From an optimization exercise on the open Yosys and OpenROAD flow, aimed at small area, a short achievable clock period and few clock cycles; shortcuts taken in it are not production practice.
Function was checked by simulation only, so behaviour that the tests miss may differ from the original.
Power figures rest on the tool's default switching activity, not on a simulated workload.

## flow/design.v (module list and top-level ports; edited modules follow where they fit)
// module reg_file: 43 lines
// module alu_unit: 35 lines
// module mul_booth: 61 lines
// module mul_pp: 2187 lines
// module mul_red: 320 lines
// module writeback_merge: 10 lines
// module issue_stage: 24 lines
// module int_exec_core: 215 lines
module int_exec_core (
    input  logic                  clk,
    input  logic                  rst,
    input  logic                  insn_valid,
    input  logic [31:0]           insn,
    output logic                  busy,
    output logic                  wb_valid,
    output logic [REG_ADDR_W-1:0] wb_rd,
    output logic [XLEN-1:0]       wb_data
);
  // ...
==> flow/run.sh <==
#!/bin/bash
# synth_recipe.tcl (not shown) runs the flow's synth.tcl, then flattens the netlist and writes it again
# the make line also repeats each setting of config.mk as NAME=value (left out here)
make -C /OpenROAD-flow-scripts/flow DESIGN_CONFIG=/design/flow/config.mk WORK_HOME=/design/flow/orfs CLKGATE_MAP_FILE= SYNTH_SCRIPT=/design/flow/synth_recipe.tcl finish
==> flow/config.mk <==
export PLATFORM = sky130hd
export DESIGN_NAME = int_exec_core
export DESIGN_NICKNAME = int_exec_core
export VERILOG_FILES = /design/flow/design.v
export SDC_FILE = /design/flow/constraint.sdc
export NUM_CORES = 4
export LEC_CHECK = 0
export ABC_CLOCK_PERIOD_IN_PS = 3400
export CAP_MARGIN = 20
export CORE_MARGIN = 2
export CORE_UTILIZATION = 40
export SETUP_SLACK_MARGIN = 2.1
export SLEW_MARGIN = 20
export TNS_END_PERCENT = 10
==> flow/constraint.sdc <==
create_clock -name core_clock -period 5.5 [get_ports {clk}]
set_input_delay 1.1000 -clock core_clock [delete_from_list [all_inputs] [get_ports {clk}]]
set_output_delay 1.1000 -clock core_clock [all_outputs]
set_load 0.01 [all_outputs]
==> summary.md, run 1 <==
| Metric | Value |
|---|---|
| Status | `timing/DRC/antenna clean` |
| Most frequent cells in the layout | `1082 x edfxtp_1, 857 x a22oi_1, 488 x inv_1, 476 x buf_4, 429 x fa_1` |
| Buffers, non-clock | `679` |
| Total area of sequential cells | `0.04139 mm^2` |
| # rows | `173` |
| Slew Viols, Final | `0` |
| Worst-path fanout max | `17` |
| Area growth syn-to-layout | `16.96%` |
| Top Registers | `rf_i.regs: 992 flops, m_cut: 187 flops` |
| Total negative slack | `0 ns` |
| Flops & latches, synth | `1513` |
| Slowest stage cell on the critical path | `and2_2` |
| Startpoint Class | `flop` |
| DRT Wirelength | `431.3 mm` |
| P_seq | `0.0123 W` |
| Seq pwr share | `49.5%` |
| Required @ worst endpoint | `6.24 ns` |
| NonClk Buf Share | `6.555%` |
| Critical path data arrival time | `4.68 ns` |
| Met3 usage | `15.68%` |
| Critical Path End Type | `flop` |
| P per Cell Area | `236.0 mW/mm^2` |
| Final-stage net count | `8749` |
| Top class by area | `multi-input combinational cells` |
| Min cycle time layout | `3.945 ns` |
| Cell variety after synth | `89` |
| Grt peak-use layer | `met2` |
| Syn_nets | `8660` |
| GR Overflow Total | `0` |
| Fillers | `19890` |
| Flop2flop setup slack | `1.55 ns` |
| Met3 wire len | `73.11 mm` |
| Via-per-instance ratio | `7.052` |
| XOR/XNOR share of the synthesized area | `7.262%` |
| Worst hold slack | `0.3402 ns` |
| CTS tree | `built` |
| Met1 WL | `150.1 mm` |
| Top power group | `sequential cells` |
| Largest reg by FF count | `rf_i.regs` |
| Htree depth | `4` |
Testbench counts, summed over its fixed seeds: cycles 26,233.
==> inputs of run 2 (changes only) <==
--- a/flow/config.mk
+++ b/flow/config.mk
@@ -10,5 +10,5 @@
 export CORE_MARGIN = 2
 export CORE_UTILIZATION = 40
-export SETUP_SLACK_MARGIN = 2.1
+export SETUP_SLACK_MARGIN = 1.9
 export SLEW_MARGIN = 20
 export TNS_END_PERCENT = 10
==> run 2 against run 1 <==
Effect of this change: largest power group unchanged; critical path depth decreased by 9; count of clock-buffer cells in the layout shrank 3; highest routed layer unchanged; power increased by 0.76%; largest cell class unchanged.
==> summary.md, run 2 <==
| Metric | Value |
|---|---|
| Status | `timing/DRC/antenna clean (unchanged)` |
| Layout cells sized above 1 | `14.67% (was 16.95%)` |
| Maximum capacitance violations | `0 (unchanged)` |
| Synth warn | `3 (unchanged)` |
| Largest reg by FF count | `rf_i.regs (unchanged)` |
| HPWL Detailed | `278.3 mm (was 271.2 mm)` |
| Hold depth | `0 (unchanged)` |
| Required @ worst endpoint | `4.40 ns (was 6.24 ns)` |
| Drt initial violations | `17400 (was 17700)` |
| I/O Pins | `74 (unchanged)` |
| Ranking of synthesized cells by area | `edfxtp_1 36%, fa_1 10%, dfxtp_1 9.6%, a22oi_1 7.4%, xor2_1 3.7% (unchanged)` |
| Synth Cell Area | `0.08974 mm^2 (unchanged)` |
| GR Overflow Total | `0 (unchanged)` |
| Htree depth | `4 (unchanged)` |
| Yosys top cell area share | `36.21% (unchanged)` |
| Main synth FF type | `edfxtp_1 (unchanged)` |
| Worst-path fanout max | `18 (was 17)` |
| Endpoints failing setup | `0 (unchanged)` |
| Via-per-instance ratio | `7.058 (was 7.052)` |
| P per Cell Area | `241.5 mW/mm^2 (was 236.0 mW/mm^2)` |
| Worst-path clk slew | `0.06 ns (about the same)` |
| Flops & latches, synth | `1513 (unchanged)` |
| # rows | `173 (unchanged)` |
| Commonest cells post-synth | `1082 x edfxtp_1, 885 x a22oi_1, 582 x clkbuf_1, 496 x inv_1, 457 x fa_1 (unchanged)` |
| Area growth syn-to-layout | `15.15% (was 16.96%)` |
| Die area | `0.2281 mm^2 (unchanged)` |
| Die Ht | `477.6 um (unchanged)` |
| Slew Viols, Final | `0 (unchanged)` |
| P_leak | `37.84 nW (was 38.39 nW)` |
| Top Registers | `rf_i.regs: 992 flops, m_cut: 187 flops (unchanged)` |
| Worst Hold Launch | `e_hi$_DFF_P_ (was e_mul$_DFF_P_)` |
| Antenna violations before repair | `46 (was 41)` |
| Total CTS buffers | `161 (unchanged)` |
| Die width | `477.6 um (unchanged)` |
| Most frequent cells in the layout | `1082 x edfxtp_1, 882 x a22oi_1, 494 x inv_1, 455 x buf_4, 451 x fa_1 (was 1082 x edfxtp_1, 857 x a22oi_1, 488 x inv_1, 476 x buf_4, 429 x fa_1)` |
| Total area of sequential cells | `0.04136 mm^2 (was 0.04139 mm^2)` |
| Cell variety after synth | `89 (unchanged)` |
| Final-stage net count | `8680 (was 8749)` |
| Skew final | `0.07676 ns (was 0.09049 ns)` |
| Post-synth EDFFs | `1082 (unchanged)` |
| WL per Instance | `39.09 um (was 38.59 um)` |
| WS Path Type | `reg -> out (was reg -> reg)` |
| Fmax | `255.0 MHz (was 253.5 MHz)` |
| Number of global-route vias before repair | `74600 (was 74940)` |
| CORE AREA | `0.2227 mm^2 (unchanged)` |
| Gr usage total | `36.68% (was 36.60%)` |
| Worst Hold Class | `reg -> reg (unchanged)` |
| Peak VDD IR | `0.0002638 V (was 0.0002404 V)` |
| Most frequent cell after synthesis | `edfxtp_1 (unchanged)` |
| Syn_nets | `8660 (unchanged)` |
| Finished Core Util | `46.39% (was 47.12%)` |
| Drt pass-1 iters | `13 (was 11)` |
| Min cycle time layout | `3.921 ns (was 3.945 ns)` |
| Via count | `78360 (was 78810)` |
| Final worst path period share | `71.29% (was 71.73%)` |
| Worst slew margin | `16.77% (was 11.72%)` |
| Slew @ Worst Pin | `1.248 ns (was 1.324 ns)` |
| FF-to-FF Start | `m_cut[56]$_DFF_P_ (was rf_i.vld[12]$_SDFFE_PP0P_)` |
| Register area share after synthesis | `45.82% (unchanged)` |
| Syn_area_per_cell | `11.29 um^2 (unchanged)` |
| Reg2Reg Depth | `13 (was 11)` |
| DRT Wirelength | `434.0 mm (was 431.3 mm)` |
| Remaining DRCs | `0 (unchanged)` |
| Deepest clock path buffer count | `3 (unchanged)` |
| Detail Route Antenna Nets | `0 (unchanged)` |
| Flip-flop count of the largest register after layout | `992 (unchanged)` |
| Crit Reg-Reg Endpoint | `wb_data[11]$_DFF_P_ (was e_a[24]$_DFF_P_)` |
| CTS tree | `built (unchanged)` |
| Total negative slack | `0 ns (unchanged)` |
| Critical path data arrival time | `2.82 ns (was 4.68 ns)` |
| RSZ-0062 raised after global routing | `yes (unchanged)` |
| First-pass GRT wire length | `590.0 mm (was 590.8 mm)` |
| Worst skew pair latency | `0.89 ns (was 0.91 ns)` |
| Hold Path Sink | `m_hi$_DFF_P_ (was m_mul$_DFF_P_)` |
| IO buf count | `73 (unchanged)` |
| Critical Path End Type | `primary output (was flop)` |
| Flop2flop setup slack | `1.61 ns (was 1.55 ns)` |
| Multi-input gate area | `0.04499 mm^2 (was 0.04545 mm^2)` |
| Final hold viol count | `0 (unchanged)` |
| GP Congestion | `1.037 (was 1.006)` |
| Initial Util | `40.29% (unchanged)` |
| Fillers | `20120 (was 19890)` |
| Startpoint Class | `flop (unchanged)` |
| Gate Count Post-Synth | `7950 (unchanged)` |
| Largest net degree at the start of global routing | `66 (was 64)` |
| CTS sink count | `1513 (unchanged)` |
| Root Buffer Master | `clkbuf_16 (unchanged)` |
| Most common cell after layout, fill and taps aside | `edfxtp_1 (unchanged)` |
| Asr flop ratio synth | `0% (unchanged)` |
| Yosys top cell by area | `edfxtp_1 (unchanged)` |
## run 2: cell types whose count changed in the layout (fill, tap and decap cells not counted), moves of 10 or more
cell / previous run / this run
fa_1: 429 / 451
fa_2: 28 / 6
clkbuf_8: 20 / 10
dfxtp_1: 340 / 352
a22oi_1: 857 / 882
buf_4: 476 / 455
a22oi_2: 28 / 3
bufbuf_16: 13 / 3
buf_12: 62 / 39
## run 2: per-stage QoR
step,cell area [um^2],setup slack [ns],power (W),instances,hold WS [ns]
final,103300,1.579,0.02496,11100,0.3351
after global routing,103300,1.558,0.02542,11080,0.3439
after CTS,102400,1.595,0.02488,11040,0.3361
after detailed placement,95270,1.121,0.01345,10680,0.3261
after global placement,95230,1.170,0.01344,10680,0.3206
after floorplan,89930,1.879,0.01307,7950,0.3096
## run 2: worst max path at each step
| stage | from | endpoint | slack, ns | depth (start not counted) |
|---|---|---|---|---|
| after CTS | m_cut[20]$_DFF_P_ | wb_data[30]$_DFF_P_ | 1.59 | 12 |
| after floorplan | e_one[1]$_DFF_P_ | m_cut[85]$_DFF_P_ | 1.88 | 12 |
| after detailed placement | e_sub$_DFF_P_ | e_b[22]$_DFF_P_ | 1.12 | 12 |
| after global placement | e_sub$_DFF_P_ | e_b[22]$_DFF_P_ | 1.17 | 12 |
| after global routing | m_cut[23]$_DFF_P_ | wb_data[30]$_DFF_P_ | 1.56 | 12 |
| final | wb_data[1]$_DFF_P_ | wb_data[1] | 1.58 | 2 |
## run 2: cell families after synthesis
family,share of synthesized area [%]
adders and majority gates,13.23
buffers and inverters,5.294
xor gates and xnor gates,7.262
AOI/OAI and AO/OA,18.63
muxes,2.538
DFF,45.82
other,0.004179
and+or+nand+nor,7.213
## run 2: critical path, stage by stage (launching register included)
cell	delay, ns
dfxtp_1	0.98
buf_4	0.39
clkdlybuf4s50_1	0.57
## run 2: report_power, final
group	switching (W)	internal, W	total (W)
combinational	0.000657	0.000347	0.00100
clock	0.00507	0.00662	0.0117
sequential	0.0000808	0.0122	0.0123
total	0.00581	0.0191	0.0250
## run 2: what timing repair did
item,in CTS,in global routing
gates resized for setup,179,102
cloned,4,1
pin swaps,8,40
setup buffers,63,31
endpoints found under the setup margin,200,194
hold buffers,0,0
## run 2: cell type report
class	instances	area share [%]
Multi-Input combinational cell	5182	43.54
Sequential cell	1513	40.03
Timing Repair Buffer	609	5.508
Clock buffer	204	4.173
Tap cell	2975	3.602
Inverter	503	1.843
Clock inverter	92	1.253
Antenna cell	23	0.05570
## run 2: per-layer routing
layer  routed length [um]  global-route usage, %  up-vias
li1                     -                      -    29630
met4                40070                  25.54       56
met3                73760                  16.84     2273
met1               149700                  45.93    38270
met2               169800                  49.74     8130
met5                  574                 0.2521        -
==> module reg_file, before the edit <==
module reg_file (
    input  logic                  clk,
    input  logic                  rst,
    input  logic [NUM_REGS-1:1]   rs1_oh,
    input  logic [NUM_REGS-1:1]   rs2_oh,
    output logic [XLEN-1:0]       rdata1,
    output logic [XLEN-1:0]       rdata2,
    input  logic                  we,
    input  logic [REG_ADDR_W-1:0] waddr,
    input  logic [XLEN-1:0]       wdata
);
    logic [XLEN-1:0] regs [1:NUM_REGS-1];
    logic [NUM_REGS-1:1] vld;
    always_ff @(posedge clk) begin
        for (int n = 1; n < NUM_REGS; n++) begin
            if (we && waddr == n) begin
                regs[n] <= wdata;
            end
        end
    end
    always_ff @(posedge clk) begin
        if (rst) begin
            vld <= '0;
        end else begin
            for (int n = 1; n < NUM_REGS; n++) begin
                if (we && waddr == n) begin
                    vld[n] <= 1'b1;
                end
            end
        end
    end
    logic [NUM_REGS-1:1] sel1, sel2;
    assign sel1 = rs1_oh & vld;
    assign sel2 = rs2_oh & vld;
    always_comb begin
        rdata1 = '0;
        rdata2 = '0;
        for (int n = 1; n < NUM_REGS; n++) begin
            rdata1 = rdata1 | ({XLEN{sel1[n]}} & regs[n]);
            rdata2 = rdata2 | ({XLEN{sel2[n]}} & regs[n]);
        end
    end
endmodule
==> module int_exec_core, before the edit <==
module int_exec_core (
    input  logic                  clk,
    input  logic                  rst,
    input  logic                  insn_valid,
    input  logic [31:0]           insn,
    output logic                  busy,
    output logic                  wb_valid,
    output logic [REG_ADDR_W-1:0] wb_rd,
    output logic [XLEN-1:0]       wb_data
);
    logic       f_valid, f_mul, f_use_imm, f_alt;
    logic [2:0] f_f3;
    logic [4:0] f_rs1, f_rs2;
    issue_stage dec_i (
        .insn    (insn),
        .valid   (f_valid),
        .is_mul  (f_mul),
        .use_imm (f_use_imm),
        .alt     (f_alt),
        .funct3  (f_f3)
    );
    assign f_rs1 = insn[19:15];
    assign f_rs2 = insn[24:20];
    logic        d_valid;
    logic        d_mul;
    logic        d_use_imm;
    logic        d_alt;
    logic [2:0]  d_f3;
    logic [4:0]  d_rd;
    logic [4:0]  d_rs1;
    logic [11:0] d_hi12;    
    logic [4:0]  d_rs2;
    assign d_rs2 = d_hi12[4:0];
    logic [NUM_REGS-1:1] f_oh1, f_oh2, d_oh1, d_oh2;
    always_comb begin
        for (int n = 1; n < NUM_REGS; n++) begin
            f_oh1[n] = f_rs1 == n;
            f_oh2[n] = f_rs2 == n;
        end
    end
    logic        e_valid;
    logic        e_mul;
    logic [4:0]  e_rd;
    logic [XLEN-1:0] e_a, e_b;
    logic        e_sub, e_sra;
    logic        e_sel_add, e_sel_slt, e_sel_sltu, e_sel_xor, e_sel_or, e_sel_and, e_sel_sll, e_sel_sr;
    logic        e_hi, e_sa;
    logic [16:0] e_one, e_two, e_neg;
    logic        m_valid;
    logic        m_mul;
    logic [4:0]  m_rd;
    logic        m_hi;
    logic [MUL_CUT_W-1:0] m_cut;
    logic [XLEN-1:0]   m_alu;
    logic busy_r;
    logic dep_in_d, dep_in_e, dep_d_e;
    assign dep_in_d = f_rs1 == d_rd || (!f_use_imm && f_rs2 == d_rd);
    assign dep_in_e = f_rs1 == e_rd || (!f_use_imm && f_rs2 == e_rd);
    assign dep_d_e  = d_rs1 == e_rd || (!d_use_imm && d_rs2 == e_rd);
    always_ff @(posedge clk) begin
        if (rst) begin
            busy_r <= 1'b0;
        end else if (busy_r) begin
            busy_r <= d_valid && e_valid && e_mul && dep_d_e;
        end else begin
            busy_r <= insn_valid && f_valid &&
                      ((d_valid && d_mul && dep_in_d) || (e_valid && e_mul && dep_in_e) ||
                       (f_mul && d_valid && !d_mul && f_rs2 == d_rd));
        end
    end
    assign busy = busy_r;
    always_ff @(posedge clk) begin
        if (rst) begin
            d_valid <= 1'b0;
        end else if (!busy_r) begin
            d_valid <= insn_valid && f_valid;
        end
    end
    always_ff @(posedge clk) begin
        if (!busy_r) begin
            d_mul     <= f_mul;
            d_use_imm <= f_use_imm;
            d_alt     <= f_alt;
            d_f3      <= f_f3;
            d_rd      <= insn[11:7];
            d_rs1     <= f_rs1;
            d_hi12    <= insn[31:20];
            d_oh1     <= f_oh1;
            d_oh2     <= f_oh2;
        end
    end
    logic [XLEN-1:0] rf1, rf2;
    logic [XLEN-1:0] alu_y;
    reg_file rf_i (
        .clk    (clk),
        .rst    (rst),
        .rs1_oh (d_oh1),
        .rs2_oh (d_oh2),
        .rdata1 (rf1),
        .rdata2 (rf2),
        .we     (wb_valid),
        .waddr  (wb_rd),
        .wdata  (wb_data)
    );
    logic fe1, fe2, fm1, fm2, fw1, fw2;
    assign fe1 = e_valid && e_rd == d_rs1;
    assign fe2 = e_valid && e_rd == d_rs2;
    assign fm1 = m_valid && m_rd == d_rs1;
    assign fm2 = m_valid && m_rd == d_rs2;
    assign fw1 = wb_valid && wb_rd == d_rs1;
    assign fw2 = wb_valid && wb_rd == d_rs2;
    logic [XLEN-1:0] o1, o2, o1_old, o2_old;
    assign o1_old = fm1 ? m_alu : (fw1 ? wb_data : rf1);
    assign o2_old = fm2 ? m_alu : (fw2 ? wb_data : rf2);
    assign o1 = fe1 ? alu_y : o1_old;
    assign o2 = d_use_imm ? {{(XLEN-12){d_hi12[11]}}, d_hi12} : (fe2 ? alu_y : o2_old);
    logic [16:0] b_one, b_two, b_neg;
    mul_booth mul_booth_i (
        .b        (o2_old),
        .b_signed (!d_f3[1]),
        .one      (b_one),
        .two      (b_two),
        .neg      (b_neg)
    );
    always_ff @(posedge clk) begin
        if (rst) begin
            e_valid <= 1'b0;
        end else begin
            e_valid <= d_valid && !busy_r;
        end
    end
    always_ff @(posedge clk) begin
        e_a        <= o1;
        e_b        <= o2;
        e_mul      <= d_mul;
        e_rd       <= d_rd;
        e_sub      <= d_f3 == 3'd2 || d_f3 == 3'd3 || (d_f3 == 3'd0 && d_alt);
        e_sra      <= d_alt;
        e_sel_add  <= d_f3 == 3'd0;
        e_sel_sll  <= d_f3 == 3'd1;
        e_sel_slt  <= d_f3 == 3'd2;
        e_sel_sltu <= d_f3 == 3'd3;
        e_sel_xor  <= d_f3 == 3'd4;
        e_sel_sr   <= d_f3 == 3'd5;
        e_sel_or   <= d_f3 == 3'd6;
        e_sel_and  <= d_f3 == 3'd7;
        e_hi       <= d_f3[1:0] != 2'd0;
        e_sa       <= d_f3[1:0] != 2'd3;
        e_one      <= b_one;
        e_two      <= b_two;
        e_neg      <= b_neg;
    end
    alu_unit alu_i (
        .a        (e_a),
        .b        (e_b),
        .sub      (e_sub),
        .sra      (e_sra),
        .sel_add  (e_sel_add),
        .sel_slt  (e_sel_slt),
        .sel_sltu (e_sel_sltu),
        .sel_xor  (e_sel_xor),
        .sel_or   (e_sel_or),
        .sel_and  (e_sel_and),
        .sel_sll  (e_sel_sll),
        .sel_sr   (e_sel_sr),
        .y        (alu_y)
    );
    logic [MUL_CUT_W-1:0] e_cut;
    mul_pp mul_pp_i (
        .a        (e_a),
        .a_signed (e_sa),
        .one      (e_one),
        .two      (e_two),
        .neg      (e_neg),
        .cut      (e_cut)
    );
    always_ff @(posedge clk) begin
        if (rst) begin
            m_valid <= 1'b0;
        end else begin
            m_valid <= e_valid;
        end
    end
    always_ff @(posedge clk) begin
        m_rd  <= e_rd;
        m_hi  <= e_hi;
        m_mul <= e_mul;
        m_alu <= alu_y;
        m_cut <= e_cut;
    end
    logic [2*XLEN-1:0] m_s, m_c;
    logic [XLEN-1:0]   m_mres;
    mul_red mul_red_i (
        .cut (m_cut),
        .ps  (m_s),
        .pc  (m_c)
    );
    writeback_merge wbm_i (
        .s  (m_s),
        .c  (m_c),
        .hi (m_hi),
        .y  (m_mres)
    );
    always_ff @(posedge clk) begin
        if (rst) begin
            wb_valid <= 1'b0;
        end else begin
            wb_valid <= m_valid;
        end
    end
    always_ff @(posedge clk) begin
        wb_rd   <= m_rd;
        wb_data <= m_mul ? m_mres : m_alu;
    end
endmodule
==> inputs of run 3 (changes only) <==
--- a/flow/design.v
+++ b/flow/design.v
@@ -13,6 +13,6 @@
     input  logic                  clk,
     input  logic                  rst,
-    input  logic [NUM_REGS-1:1]   rs1_oh,
-    input  logic [NUM_REGS-1:1]   rs2_oh,
+    input  logic [REG_ADDR_W-1:0] rs1,
+    input  logic [REG_ADDR_W-1:0] rs2,
     output logic [XLEN-1:0]       rdata1,
     output logic [XLEN-1:0]       rdata2,
@@ -21,6 +21,8 @@
     input  logic [XLEN-1:0]       wdata
 );
-    logic [XLEN-1:0] regs [1:NUM_REGS-1];
-    logic [NUM_REGS-1:1] vld;
+    logic [XLEN-1:0] regs [0:NUM_REGS-1];
+    logic [NUM_REGS-1:1] vld_r;
+    logic [NUM_REGS-1:0] vld;
+    assign vld = {vld_r, 1'b0};
     always_ff @(posedge clk) begin
         for (int n = 1; n < NUM_REGS; n++) begin
@@ -32,24 +34,22 @@
     always_ff @(posedge clk) begin
         if (rst) begin
-            vld <= '0;
+            vld_r <= '0;
         end else begin
             for (int n = 1; n < NUM_REGS; n++) begin
                 if (we && waddr == n) begin
-                    vld[n] <= 1'b1;
+                    vld_r[n] <= 1'b1;
                 end
             end
         end
     end
-    logic [NUM_REGS-1:1] sel1, sel2;
-    assign sel1 = rs1_oh & vld;
-    assign sel2 = rs2_oh & vld;
+    logic [XLEN-1:0] rv [0:NUM_REGS-1];
     always_comb begin
-        rdata1 = '0;
-        rdata2 = '0;
+        rv[0] = '0;
         for (int n = 1; n < NUM_REGS; n++) begin
-            rdata1 = rdata1 | ({XLEN{sel1[n]}} & regs[n]);
-            rdata2 = rdata2 | ({XLEN{sel2[n]}} & regs[n]);
+            rv[n] = regs[n];
         end
     end
+    assign rdata1 = vld[rs1] ? rv[rs1] : '0;
+    assign rdata2 = vld[rs2] ? rv[rs2] : '0;
 endmodule
 import exec_pkg::*;
@@ -2727,11 +2727,4 @@
     logic [4:0]  d_rs2;
     assign d_rs2 = d_hi12[4:0];
-    logic [NUM_REGS-1:1] f_oh1, f_oh2, d_oh1, d_oh2;
-    always_comb begin
-        for (int n = 1; n < NUM_REGS; n++) begin
-            f_oh1[n] = f_rs1 == n;
-            f_oh2[n] = f_rs2 == n;
-        end
-    end
     logic        e_valid;
     logic        e_mul;
@@ -2781,6 +2774,4 @@
             d_rs1     <= f_rs1;
             d_hi12    <= insn[31:20];
-            d_oh1     <= f_oh1;
-            d_oh2     <= f_oh2;
         end
     end
@@ -2790,6 +2781,6 @@
         .clk    (clk),
         .rst    (rst),
-        .rs1_oh (d_oh1),
-        .rs2_oh (d_oh2),
+        .rs1    (d_rs1),
+        .rs2    (d_rs2),
         .rdata1 (rf1),
         .rdata2 (rf2),
--- a/flow/config.mk
+++ b/flow/config.mk
@@ -10,5 +10,5 @@
 export CORE_MARGIN = 2
 export CORE_UTILIZATION = 40
-export SETUP_SLACK_MARGIN = 1.9
+export SETUP_SLACK_MARGIN = 2.1
 export SLEW_MARGIN = 20
 export TNS_END_PERCENT = 10
==> run 3 against run 2 <==
Effect of this change: still clean; fmax rose by 3.3%; synthesized cell count shrank 0.50%; worst setup slack better by 0.13 ns; sequential cell count fell by 62; power rose by 66%; sequential power rose by 8%; worst hold slack lost 0.0098 ns; cell count is 1.7% higher; count of clock-buffer cells in the layout decreased by 9; wire length grew 2.1%; sequential share of layout area decreased by 2.8 points; critical path type is now reg -> reg.
==> summary.md, run 3 <==
| Metric | Value |
|---|---|
| Fin worst setup slack | `1.705 ns (was 1.579 ns)` |
| Worst skew pair latency | `0.89 ns (about the same)` |
| CTS sink count | `1451 (was 1513)` |
| Final worst path period share | `69.00% (was 71.29%)` |
| Largest net degree at the start of global routing | `67 (was 66)` |
| Syn_nets | `8644 (was 8660)` |
| Remaining DRCs | `0 (unchanged)` |
| Ranking of synthesized cells by area | `edfxtp_1 35%, fa_1 10%, dfxtp_1 9.8%, a22oi_1 9.4%, xor2_1 3.9% (was edfxtp_1 36%, fa_1 10%, dfxtp_1 9.6%, a22oi_1 7.4%, xor2_1 3.7%)` |
| Htree depth | `4 (unchanged)` |
| DRT Wirelength | `442.9 mm (was 434.0 mm)` |
| Antenna violations before repair | `28 (was 46)` |
| Most common cell after layout, fill and taps aside | `a22oi_1 (was edfxtp_1)` |
| Top Registers | `rf_i.regs: 992 flops, m_cut: 187 flops (unchanged)` |
| Worst Hold Class | `reg -> reg (unchanged)` |
| Finished Core Util | `48.45% (was 46.39%)` |
| Final-stage net count | `9002 (was 8680)` |
| Worst slew margin | `17.66% (was 16.77%)` |
| IO buf count | `73 (unchanged)` |
| Fmax | `263.5 MHz (was 255.0 MHz)` |
| Post-synth EDFFs | `1020 (was 1082)` |
| Drt pass-1 iters | `14 (was 13)` |
| GP Congestion | `1.028 (was 1.037)` |
| Gr usage total | `38.34% (was 36.68%)` |
| Flops & latches, synth | `1451 (was 1513)` |
| Peak VDD IR | `0.0003540 V (was 0.0002638 V)` |
| Deepest clock path buffer count | `3 (unchanged)` |
| GR Overflow Total | `0 (unchanged)` |
| Slew Viols, Final | `0 (unchanged)` |
| Die Ht | `473.3 um (was 477.6 um)` |
| Min cycle time layout | `3.795 ns (was 3.921 ns)` |
| # rows | `172 (was 173)` |
| Cell variety after synth | `79 (was 89)` |
| WL per Instance | `39.24 um (was 39.09 um)` |
| Worst hold slack | `0.3252 ns (was 0.3351 ns)` |
| First-pass GRT wire length | `602.3 mm (was 590.0 mm)` |
| CORE AREA | `0.2193 mm^2 (was 0.2227 mm^2)` |
| Worst-path clk slew | `0.06 ns (about the same)` |
| Post-Place Worst Slack | `0.9002 ns (was 1.121 ns)` |
| Layout cells sized above 1 | `20.23% (was 14.67%)` |
| Register area share after synthesis | `44.56% (was 45.82%)` |
| Total negative slack | `0 ns (unchanged)` |
| Flip-flop count of the largest register after layout | `992 (unchanged)` |
| Die width | `473.3 um (was 477.6 um)` |
| Most frequent cell after synthesis | `a22oi_1 (was edfxtp_1)` |
| Skew final | `0.09952 ns (was 0.07676 ns)` |
| Synth Cell Area | `0.08810 mm^2 (was 0.08974 mm^2)` |
| Critical path data arrival time | `4.50 ns (was 2.82 ns)` |
| Synth warn | `4 (was 3)` |
| Asr flop ratio synth | `0% (unchanged)` |
| Status | `timing/DRC/antenna clean (unchanged)` |
| DP Area | `0.09437 mm^2 (was 0.09527 mm^2)` |
| Area growth syn-to-layout | `20.60% (was 15.15%)` |
| Gate Count Post-Synth | `7910 (was 7950)` |
| RSZ-0062 raised after global routing | `yes (unchanged)` |
| Syn_area_per_cell | `11.14 um^2 (was 11.29 um^2)` |
| Critical Path End Type | `flop (was primary output)` |
| Initial Util | `40.18% (was 40.29%)` |
| Via count | `79400 (was 78360)` |
| Root Buffer Master | `clkbuf_16 (unchanged)` |
| Via-per-instance ratio | `7.035 (was 7.058)` |
| P_leak | `39.70 nW (was 37.84 nW)` |
| I/O Pins | `74 (unchanged)` |
| Post-Layout Inst Area | `0.1063 mm^2 (was 0.1033 mm^2)` |
| Slew @ Worst Pin | `1.235 ns (was 1.248 ns)` |
| Number of global-route vias before repair | `76220 (was 74600)` |
| Detail Route Antenna Nets | `0 (unchanged)` |
| Commonest cells post-synth | `1103 x a22oi_1, 1020 x edfxtp_1, 519 x clkbuf_1, 519 x inv_1, 467 x nand2_1 (was 1082 x edfxtp_1, 885 x a22oi_1, 582 x clkbuf_1, 496 x inv_1, 457 x fa_1)` |
| Endpoints failing setup | `0 (unchanged)` |
| Drt initial violations | `17250 (was 17400)` |
| Required @ worst endpoint | `6.21 ns (was 4.40 ns)` |
| HPWL Detailed | `278.7 mm (was 278.3 mm)` |
| WS Path Type | `reg -> reg (was reg -> out)` |
| Main synth FF type | `edfxtp_1 (unchanged)` |
| Total CTS buffers | `160 (was 161)` |
| Yosys top cell area share | `34.76% (was 36.21%)` |
| Startpoint Class | `flop (unchanged)` |
| CTS tree | `built (unchanged)` |
| Most frequent cells in the layout | `1077 x a22oi_1, 1020 x edfxtp_1, 658 x buf_4, 509 x inv_1, 454 x nand2_1 (was 1082 x edfxtp_1, 882 x a22oi_1, 494 x inv_1, 455 x buf_4, 451 x fa_1)` |
| Largest reg by FF count | `rf_i.regs (unchanged)` |
| P per Cell Area | `389.9 mW/mm^2 (was 241.5 mW/mm^2)` |
| Die area | `0.2240 mm^2 (was 0.2281 mm^2)` |
| Maximum capacitance violations | `0 (unchanged)` |
| Yosys top cell by area | `edfxtp_1 (unchanged)` |
| Final hold viol count | `0 (unchanged)` |
| Worst-path fanout max | `10 (was 18)` |
==> run 3: cell count changes after synthesis, sizes merged, moves of 68 or more <==
cell    before   now
clkbuf     595   527
nand2      285   467
a22o       265   157
nand4      161    68
a22oi      885  1103
a221oi     277   178
==> run 3: worst paths after layout <==
| kind | slack (ns) | to | cells past startpoint | from |
|---|---|---|---|---|
| setup reg to reg | 1.71 | m_cut[106]$_DFF_P_ | 9 | e_two[12]$_DFF_P_ |
| hold reg to reg | 0.33 | wb_rd[1]$_DFF_P_ | 0 | m_rd[1]$_DFF_P_ |
| setup / recovery | 1.71 | m_cut[106]$_DFF_P_ | 9 | e_two[12]$_DFF_P_ |
| hold / removal | 0.33 | wb_rd[1]$_DFF_P_ | 0 | m_rd[1]$_DFF_P_ |
==> run 3: per-stage QoR <==
| step | cells | total power [W] |
|---|---|---|
| after floorplan | 7910 | 0.02156 |
| after global routing | 11280 | 0.04266 |
| after detailed placement | 10570 | 0.02703 |
| after global placement | 10570 | 0.02695 |
| after CTS | 11140 | 0.03965 |
| final | 11290 | 0.04142 |
==> run 3: power breakdown <==
part	switching, W	internal, W	total, W
clock	0.00501	0.00646	0.0115
combinational	0.0103	0.00627	0.0166
sequential	0.000822	0.0125	0.0133
total	0.0162	0.0253	0.0414
==> run 3: worst max-delay path: stages (launching register included) <==
cell     delay (ns)
dfxtp_1        0.60
buf_4          0.35
a22oi_1        0.12
xor2_1         0.20
fa_1           0.47
fa_1           0.45
fa_1           0.47
fa_1           0.52
inv_1          0.06
fa_1           0.44
==> run 3: kinds of logic after synthesis <==
kind of cell	after synthesis	synth area share, %
AO/OA/AOI/OAI	2310	19.32
flip-flops	1451	44.56
AND/OR/NAND/NOR	1330	6.774
buffers and inverters	1224	5.267
XOR/XNOR	735	7.307
adder cells (fa/ha/maj)	699	13.82
multiplexers	160	2.945
other	1	0.004256
==> run 3: final cells by class <==
| cell class | count | area [um^2] |
|---|---|---|
| diodes | 14 | 35.03 |
| clock buffers | 195 | 4210 |
| clock inverters | 101 | 1350 |
| fillers | 19400 | 113000 |
| inverters | 524 | 1993 |
| multi-input cells | 5236 | 46850 |
| flip-flops and latches | 1451 | 39530 |
| well taps | 2871 | 3592 |
| repair buffers | 894 | 8682 |
| repair inverters | 1 | 7.507 |
==> run 3: repair_timing <==
item | CTS | global route
setup endpoints to repair | 305 | 270
cloned | 5 | 2
setup buffers | 268 | 129
pin swaps | 97 | 98
hold buffers | 0 | 0
gates resized for setup | 334 | 181
==> run 3: layer usage <==
| layer | vias to the layer above | routed length (um) | GRT usage [%] | part of all wire [%] |
|---|---|---|---|---|
| li1 | 30090 | - | - | - |
| met1 | 38830 | 153500 | 48.34 | 35 |
| met2 | 8165 | 173400 | 51.97 | 39 |
| met3 | 2293 | 77200 | 17.77 | 17 |
| met4 | 21 | 38560 | 25.50 | 8.7 |
| met5 | - | 233 | 0.5191 | 0.053 |
Testbench counts of run 3, summed over its fixed seeds: cycles 26,233.

## re-timing with driven ports
In the flow no input, the clock included, has a driving cell. The finished layouts below were timed again as built, in two steps.
Step 1, drivers: a clkbuf_16 drives clk and a buf_2 each remaining input, both assumed.
Step 2 also shifts input and output timing later by t, the mid clock arrival at the registers, as if the neighbouring blocks saw the same clock.
Three values: no drivers, after step 1, after step 2; two values: the first two.
run	t, ns	slack for setup (ns)	worst setup path after step 2	worst slew at a driven data input, ns	cell pins on the clock port's net
run 1	0.968	1.555 / 1.555 / 1.555	register to register	0.05	1
run 2	0.960	1.579 / 1.474 / 1.611	register to register	0.04	1
run 3	0.940	1.705 / 1.705 / 1.705	register to register	0.05	1
After both steps setup and hold are still met in every run listed.
